This design comes from an exercise in tuning for small area, a short achievable clock period and few clock cycles on the open sky130 flow, not from production work.
The RTL was checked by simulation tests, not by an equivalence proof against the original design.
Power figures rest on the tool's default switching activity, not on a simulated workload.

## run A
Design lfu_page_cache_directory, start of the top module:
module lfu_page_cache_directory (
	input  logic        clk,
	input  logic        arst_n,
	input  logic        cfg_valid,
	output logic        cfg_ready,
	input  logic [4:0]  cfg_active_slots,
	input  logic        req_valid,
	output logic        req_ready,
	input  logic        req_func,
	input  logic [31:0] req_page_number,
	input  logic        req_is_write,
	output logic        res_valid,
	input  logic        res_ready,
	output logic [3:0]  res_slot,
	output logic        res_hit,
	output logic        res_fill_needed,
	output logic        res_writeback_valid,
	output logic [3:0]  res_writeback_slot,
	output logic [31:0] res_writeback_page,
	output logic        res_last
);
Size in the first run: roughly 1,100 flip-flops, about 91 I/O pins, about 47,000 sq um of cells after synthesis.
clock: 8.0 ns
lec_check: 0
cap_margin: 20
core_margin: 2
core_utilization: 40
cts_cluster_diameter: 100
cts_cluster_size: 20
setup_slack_margin: 4.8
slew_margin: 20
run.sh (not shown) runs the stock make flow with config.mk's settings and CLKGATE_MAP_FILE= SYNTH_SCRIPT=/design/flow/synth_recipe.tcl, a recipe that flattens the netlist after the stock synthesis.
Run A finished all stages; the layout is clean.
Testbench counts of run A, summed over its fixed seeds: cycles 4,402.
## Diff of input files: run B against run A
--- a/flow/config.mk
+++ b/flow/config.mk
@@ -12,3 +12,3 @@
 export CTS_CLUSTER_SIZE = 20
-export SETUP_SLACK_MARGIN = 4.8
+export SETUP_SLACK_MARGIN = 4.9
 export SLEW_MARGIN = 20
Findings:
- Compared with run A, run B shows a largest net degree at the start of global routing that is 23 higher.
- Total number of multi-input combinational cells essentially unchanged between run B and run A.
- Delta (run B minus run A): worst slack at placement shows an increase of 0.44 ns, number of slew-limit violations in the final report shows no meaningful change.
- Highest clock rate of run B exceeds that of run A by a few percent.
- Run comparison: run A start point of the critical path off_q[3]; run B start point of the critical path off_q[9]
- Delta (run B minus run A): clock buffer instance count of the final layout lower; total power after layout higher; combinational share of power higher.
## Diff of input files: run C against run B
--- a/flow/config.mk
+++ b/flow/config.mk
@@ -10,4 +10,4 @@
 export CORE_UTILIZATION = 40
-export CTS_CLUSTER_DIAMETER = 100
-export CTS_CLUSTER_SIZE = 20
+export CTS_CLUSTER_DIAMETER = 90
+export CTS_CLUSTER_SIZE = 24
 export SETUP_SLACK_MARGIN = 4.9
Notes after the runs:
Final critical-path share of the clock period for run C is higher than for run B. Compared with run B, in run C wire length of the first global-routing pass about even; via count about even; fmax fell 8.4 MHz; fraction of met1 tracks used by global routing rose 0.24 points. Run C vs run B, termination of the worst setup path: o_wbp_q[5] vs o_wbp_q[23]. Looking only at fraction of area in non-clock buffers, and setting everything else aside, the higher value of run B and run C goes to run C. The standard cells in run C occupy more silicon area than those in run B do.
[inputs] run D vs run C
--- a/flow/config.mk
+++ b/flow/config.mk
@@ -10,5 +10,5 @@
 export CORE_UTILIZATION = 40
-export CTS_CLUSTER_DIAMETER = 90
-export CTS_CLUSTER_SIZE = 24
-export SETUP_SLACK_MARGIN = 4.9
+export CTS_CLUSTER_DIAMETER = 100
+export CTS_CLUSTER_SIZE = 20
+export SETUP_SLACK_MARGIN = 4.7
 export SLEW_MARGIN = 20
Notes after the runs:
- No stage failed in run D, and the final checks on the layout all came back clean.
- [compare] base=run C new=run D: setup slack of the most critical reg-to-reg path saw a decrease, power saw a decrease, post-route minimum period saw an increase, number of cell instances on the worst register-to-register path saw an increase, clock group share of total power saw an increase.
- Placed instance area: run C vs run D — no meaningful difference
- Number of antenna repair diodes for run D is higher than for run C.
- Comparing run D against run C, there is no change at all in sequential-to-total area share from yosys stat.

* * *

The RTL this note starts from:
==> flow/design.v <==
package lfu_pkg;
	localparam int SLOTS      = 16;
	localparam int COUNT_BITS = 16;
	localparam int PAGE_W     = 32;
	localparam int IDX_W      = 4;    
	localparam int NSLOT_W    = 5;    
	typedef struct packed {
		logic             load;         
		logic             track;        
		logic             hit_upd;      
		logic             alloc;        
		logic             flush_take;   
		logic             flush_end;    
		logic [IDX_W-1:0] idx;
	} lfu_cmd_t;
	typedef struct packed {
		logic match;        
		logic dirty_live;   
		logic pend;         
		logic out_free;     
	} lfu_sts_t;
endpackage
module lfu_page_cache_directory (
	input  logic        clk,
	input  logic        arst_n,
	input  logic        cfg_valid,
	output logic        cfg_ready,
	input  logic [4:0]  cfg_active_slots,
	input  logic        req_valid,
	output logic        req_ready,
	input  logic        req_func,
	input  logic [31:0] req_page_number,
	input  logic        req_is_write,
	output logic        res_valid,
	input  logic        res_ready,
	output logic [3:0]  res_slot,
	output logic        res_hit,
	output logic        res_fill_needed,
	output logic        res_writeback_valid,
	output logic [3:0]  res_writeback_slot,
	output logic [31:0] res_writeback_page,
	output logic        res_last
);
	localparam int S = 16;
	logic [S-1:0]  valid_q, dirty_q;
	logic [31:0]   page_q [S];
	logic [15:0]   cnt_q  [S];
	logic [S-1:0]  act_q;        
	logic          r_valid_q, r_func_q, r_wr_q;
	logic [31:0]   r_page_q;
	logic [S-1:0]  r_match_q;    
	logic          a_valid_q, a_func_q, a_wr_q;
	logic [31:0]   a_page_q;
	logic          b_valid_q, b_func_q, b_wr_q;
	logic [31:0]   b_page_q;
	logic          o_valid_q;
	logic [3:0]    o_slot_q, o_wbs_q;
	logic          o_hit_q, o_fill_q, o_wbv_q, o_last_q;
	logic [31:0]   o_wbp_q;
	logic [S-1:0]  cw_q;
	logic          cw_one_q;
	logic [15:0]   csel_q;       
	logic [S-1:0]  one_q;        
	logic          sc_run_q, sc_done_q, sc_cv_q, sc_ca_q;
	logic [3:0]    sc_idx_q, sc_vic_q, sc_ci_q;
	logic [15:0]   sc_min_q;
	function automatic [S-1:0] lowest(input [S-1:0] v);
		logic [S-1:0] p;
		p = v;
		p = p | (p << 1);
		p = p | (p << 2);
		p = p | (p << 4);
		p = p | (p << 8);
		lowest = v & ~(p << 1);
	endfunction
	function automatic [3:0] enc(input [S-1:0] oh);
		enc = '0;
		for (int i = 0; i < S; i++)
			if (oh[i]) enc = enc | 4'(i);
	endfunction
	function automatic [S-1:0] act_mask(input [4:0] a);
		for (int i = 0; i < S; i++)
			act_mask[i] = (i == 0) || (a > 5'd16) || (5'(i) < a);
	endfunction
	logic [S-1:0]  match, hit_oh, free, free_oh, dl, dl_oh, one, vic_oh, tgt_oh, sel_oh;
	logic          hit, has_free, dl_any, dl_one, vic_ok;
	logic [15:0]   cnt_sel, cnt_inc;
	logic [31:0]   sel_page;
	always_comb begin
		for (int i = 0; i < S; i++) begin
			match[i] = r_match_q[i];
			free[i]  = !valid_q[i] && act_q[i];
			dl[i]    = valid_q[i] && dirty_q[i] && act_q[i];
			one[i]   = act_q[i] && one_q[i];
		end
	end
	assign hit_oh   = lowest(match);
	assign hit      = |match;
	assign free_oh  = lowest(free);
	assign has_free = |free;
	assign dl_oh    = lowest(dl);
	assign dl_any   = |dl;
	assign dl_one   = (dl & ~dl_oh) == '0;
	logic          sc_need, sc_take;
	logic [S-1:0]  ptr_oh, scv_oh;
	assign sc_need = r_valid_q && !r_func_q && !hit && !has_free && !(|one) && !sc_done_q;
	always_comb begin
		for (int i = 0; i < S; i++) begin
			ptr_oh[i] = sc_run_q && (sc_idx_q == 4'(i));
			scv_oh[i] = (sc_vic_q == 4'(i));
		end
	end
	assign sc_take = sc_cv_q && sc_ca_q && ((sc_ci_q == 4'd0) || csel_q < sc_min_q);
	assign vic_oh = (|one) ? lowest(one) : scv_oh;
	assign vic_ok = (|one) || sc_done_q;
	assign tgt_oh = has_free ? free_oh : vic_oh;
	logic out_free, go, do_acc, do_fl, r_done, evict, alloc, take, r_load, a_load;
	assign out_free  = !o_valid_q || res_ready;
	assign go        = r_valid_q && out_free && (r_func_q || hit || has_free || vic_ok);
	assign do_acc    = go && !r_func_q;
	assign do_fl     = go && r_func_q;
	assign alloc     = do_acc && !hit;
	assign evict     = !hit && !has_free;
	assign r_done    = do_acc || (do_fl && (!dl_any || dl_one));
	assign req_ready = !b_valid_q;
	assign take      = req_valid && !b_valid_q;
	assign r_load    = (!r_valid_q || r_done) && a_valid_q;
	assign a_load    = r_load || !a_valid_q;
	assign cfg_ready = 1'b1;
	logic          n_func, n_wr;
	logic [31:0]   n_page;
	assign n_func = a_func_q;
	assign n_wr   = a_wr_q;
	assign n_page = a_page_q;
	assign sel_oh = r_func_q ? dl_oh : evict ? vic_oh : '0;
	always_comb begin
		cnt_sel  = '0;
		sel_page = '0;
		for (int i = 0; i < S; i++) begin
			cnt_sel  = cnt_sel  | (cnt_q[i]  & {16{hit_oh[i] | ptr_oh[i]}});
			sel_page = sel_page | (page_q[i] & {32{sel_oh[i]}});
		end
	end
	assign cnt_inc = cw_one_q ? 16'd1 : (csel_q == 16'hFFFF) ? csel_q : csel_q + 16'd1;
	always_ff @(posedge clk or negedge arst_n) begin
		if (!arst_n) begin
			valid_q   <= '0;
			dirty_q   <= '0;
			act_q     <= '1;
			r_valid_q <= 1'b0;
			a_valid_q <= 1'b0;
			b_valid_q <= 1'b0;
			o_valid_q <= 1'b0;
			sc_run_q  <= 1'b0;
			sc_done_q <= 1'b0;
			sc_cv_q   <= 1'b0;
			sc_idx_q  <= '0;
			cw_q      <= '0;
			one_q     <= '0;
		end else begin
			if (cfg_valid) act_q <= act_mask(cfg_active_slots);
			if (r_load)      r_valid_q <= 1'b1;
			else if (r_done) r_valid_q <= 1'b0;
			if (a_load) a_valid_q <= b_valid_q || take;
			b_valid_q <= !a_load && (b_valid_q || take);
			if (go)             o_valid_q <= 1'b1;
			else if (res_ready) o_valid_q <= 1'b0;
			cw_q <= !do_acc ? '0 : hit ? hit_oh : tgt_oh;
			if (do_acc) one_q <= hit ? (one_q & ~hit_oh) : (one_q | tgt_oh);
			if (sc_run_q && sc_idx_q == 4'd15) sc_run_q <= 1'b0;
			else if (sc_need && !sc_cv_q)      sc_run_q <= 1'b1;
			if (go)                                sc_done_q <= 1'b0;
			else if (sc_cv_q && sc_ci_q == 4'd15)  sc_done_q <= 1'b1;
			if (sc_run_q) sc_idx_q <= sc_idx_q + 4'd1;
			sc_cv_q <= sc_run_q;
			if (do_acc) begin
				if (hit) begin
					if (r_wr_q) dirty_q <= dirty_q | hit_oh;
				end else begin
					valid_q <= valid_q | tgt_oh;
					dirty_q <= r_wr_q ? (dirty_q | tgt_oh) : (dirty_q & ~tgt_oh);
				end
			end
			if (do_fl) begin
				valid_q <= valid_q & ~dl_oh;
				dirty_q <= dirty_q & ~dl_oh;
			end
		end
	end
	always_ff @(posedge clk) begin
		cw_one_q <= !hit;
		csel_q   <= (|(cw_q & hit_oh)) ? cnt_inc : cnt_sel;
		sc_ci_q  <= sc_idx_q;
		sc_ca_q  <= act_q[sc_idx_q];
		if (sc_take) begin
			sc_min_q <= csel_q;
			sc_vic_q <= sc_ci_q;
		end
		if (take) begin
			b_func_q <= req_func;
			b_wr_q   <= req_is_write;
			b_page_q <= req_page_number;
		end
		if (a_load) begin
			a_func_q <= b_valid_q ? b_func_q : req_func;
			a_wr_q   <= b_valid_q ? b_wr_q   : req_is_write;
			a_page_q <= b_valid_q ? b_page_q : req_page_number;
		end
		if (r_load) begin
			r_func_q <= n_func;
			r_wr_q   <= n_wr;
			r_page_q <= n_page;
			for (int i = 0; i < S; i++)
				r_match_q[i] <= act_q[i] && ((alloc && tgt_oh[i]) ? (r_page_q == n_page) :
					(valid_q[i] && !(do_fl && dl_oh[i]) && (page_q[i] == n_page)));
		end
		for (int i = 0; i < S; i++) begin
			if (alloc && tgt_oh[i])
				page_q[i] <= r_page_q;
			if (cw_q[i])
				cnt_q[i] <= cnt_inc;
		end
		if (go) begin
			o_slot_q <= r_func_q ? enc(dl_oh) : hit ? enc(hit_oh) : enc(tgt_oh);
			o_hit_q  <= !r_func_q && hit;
			o_fill_q <= !r_func_q && !hit && !r_wr_q;
			o_wbv_q  <= r_func_q ? dl_any : evict;
			o_wbs_q  <= enc(sel_oh);
			o_wbp_q  <= sel_page;
			o_last_q <= !r_func_q || !dl_any || dl_one;
		end
	end
	assign res_valid           = o_valid_q;
	assign res_slot            = o_slot_q;
	assign res_hit             = o_hit_q;
	assign res_fill_needed     = o_fill_q;
	assign res_writeback_valid = o_wbv_q;
	assign res_writeback_slot  = o_wbs_q;
	assign res_writeback_page  = o_wbp_q;
	assign res_last            = o_last_q;
endmodule
Settings: LEC_CHECK=0, CAP_MARGIN=20, CORE_MARGIN=2, CORE_UTILIZATION=40, SETUP_SLACK_MARGIN=5.0, SLEW_MARGIN=20; clock period 8.0 ns.
Testbench counts at the start, summed over its fixed seeds: cycles 4,402.
Then changed:
SETUP_SLACK_MARGIN = 4.5   (was 5.0)
Wire length fell by roughly a tenth.
Sequential power fell slightly.
Setup slack gains 0.12 ns.
Power fell by a few percent.
Synthesized area stays the same.
Cell count fell by a few percent.
Global-route usage fell by 3.3 points.

static timing again, ports no longer ideal:
How much do the figures lean on ideal ports? The routed layouts below were timed once more, with nothing changed but the port constraints. Step 1 (the two cells are an assumption about what drives the block):
set clk [get_ports {clk}]
set_driving_cell -lib_cell sky130_fd_sc_hd__clkbuf_16 $clk
set_driving_cell -lib_cell sky130_fd_sc_hd__buf_2 [delete_from_list [all_inputs] $clk]
Step 2 times the ports against the registers' clock, not the clock port: input delays grow and output delays shrink by t, the midpoint of the rising clock arrivals with the driver on. Three values: no drivers, after step 1, after step 2; two values: the first two.
run | shift t [ns] | slack for setup (ns) | hold slack, ns
run A | 0.771 | 4.562 / 4.562 / 4.137 | 0.441 / 0.441 / 0.441
run B | 0.775 | 4.719 / 4.719 / 4.193 | 0.431 / 0.431 / 0.431
run C | 0.772 | 4.627 / 4.627 / 4.242 | 0.434 / 0.434 / 0.434
run D | 0.784 | 4.573 / 4.573 / 3.954 | 0.446 / 0.446 / 0.446
the first run of note 2 | 0.821 | 4.189 / 4.189 / 4.128 | 0.405 / 0.405 / 0.405
the second run of note 2 | 0.803 | 4.306 / 4.306 / 3.820 | 0.423 / 0.423 / 0.423
After both steps setup and hold are still met in every run listed. For run D, which loses most, drivers alone change the setup slack by 0.000 ns; drivers and shift together by -0.619 ns.
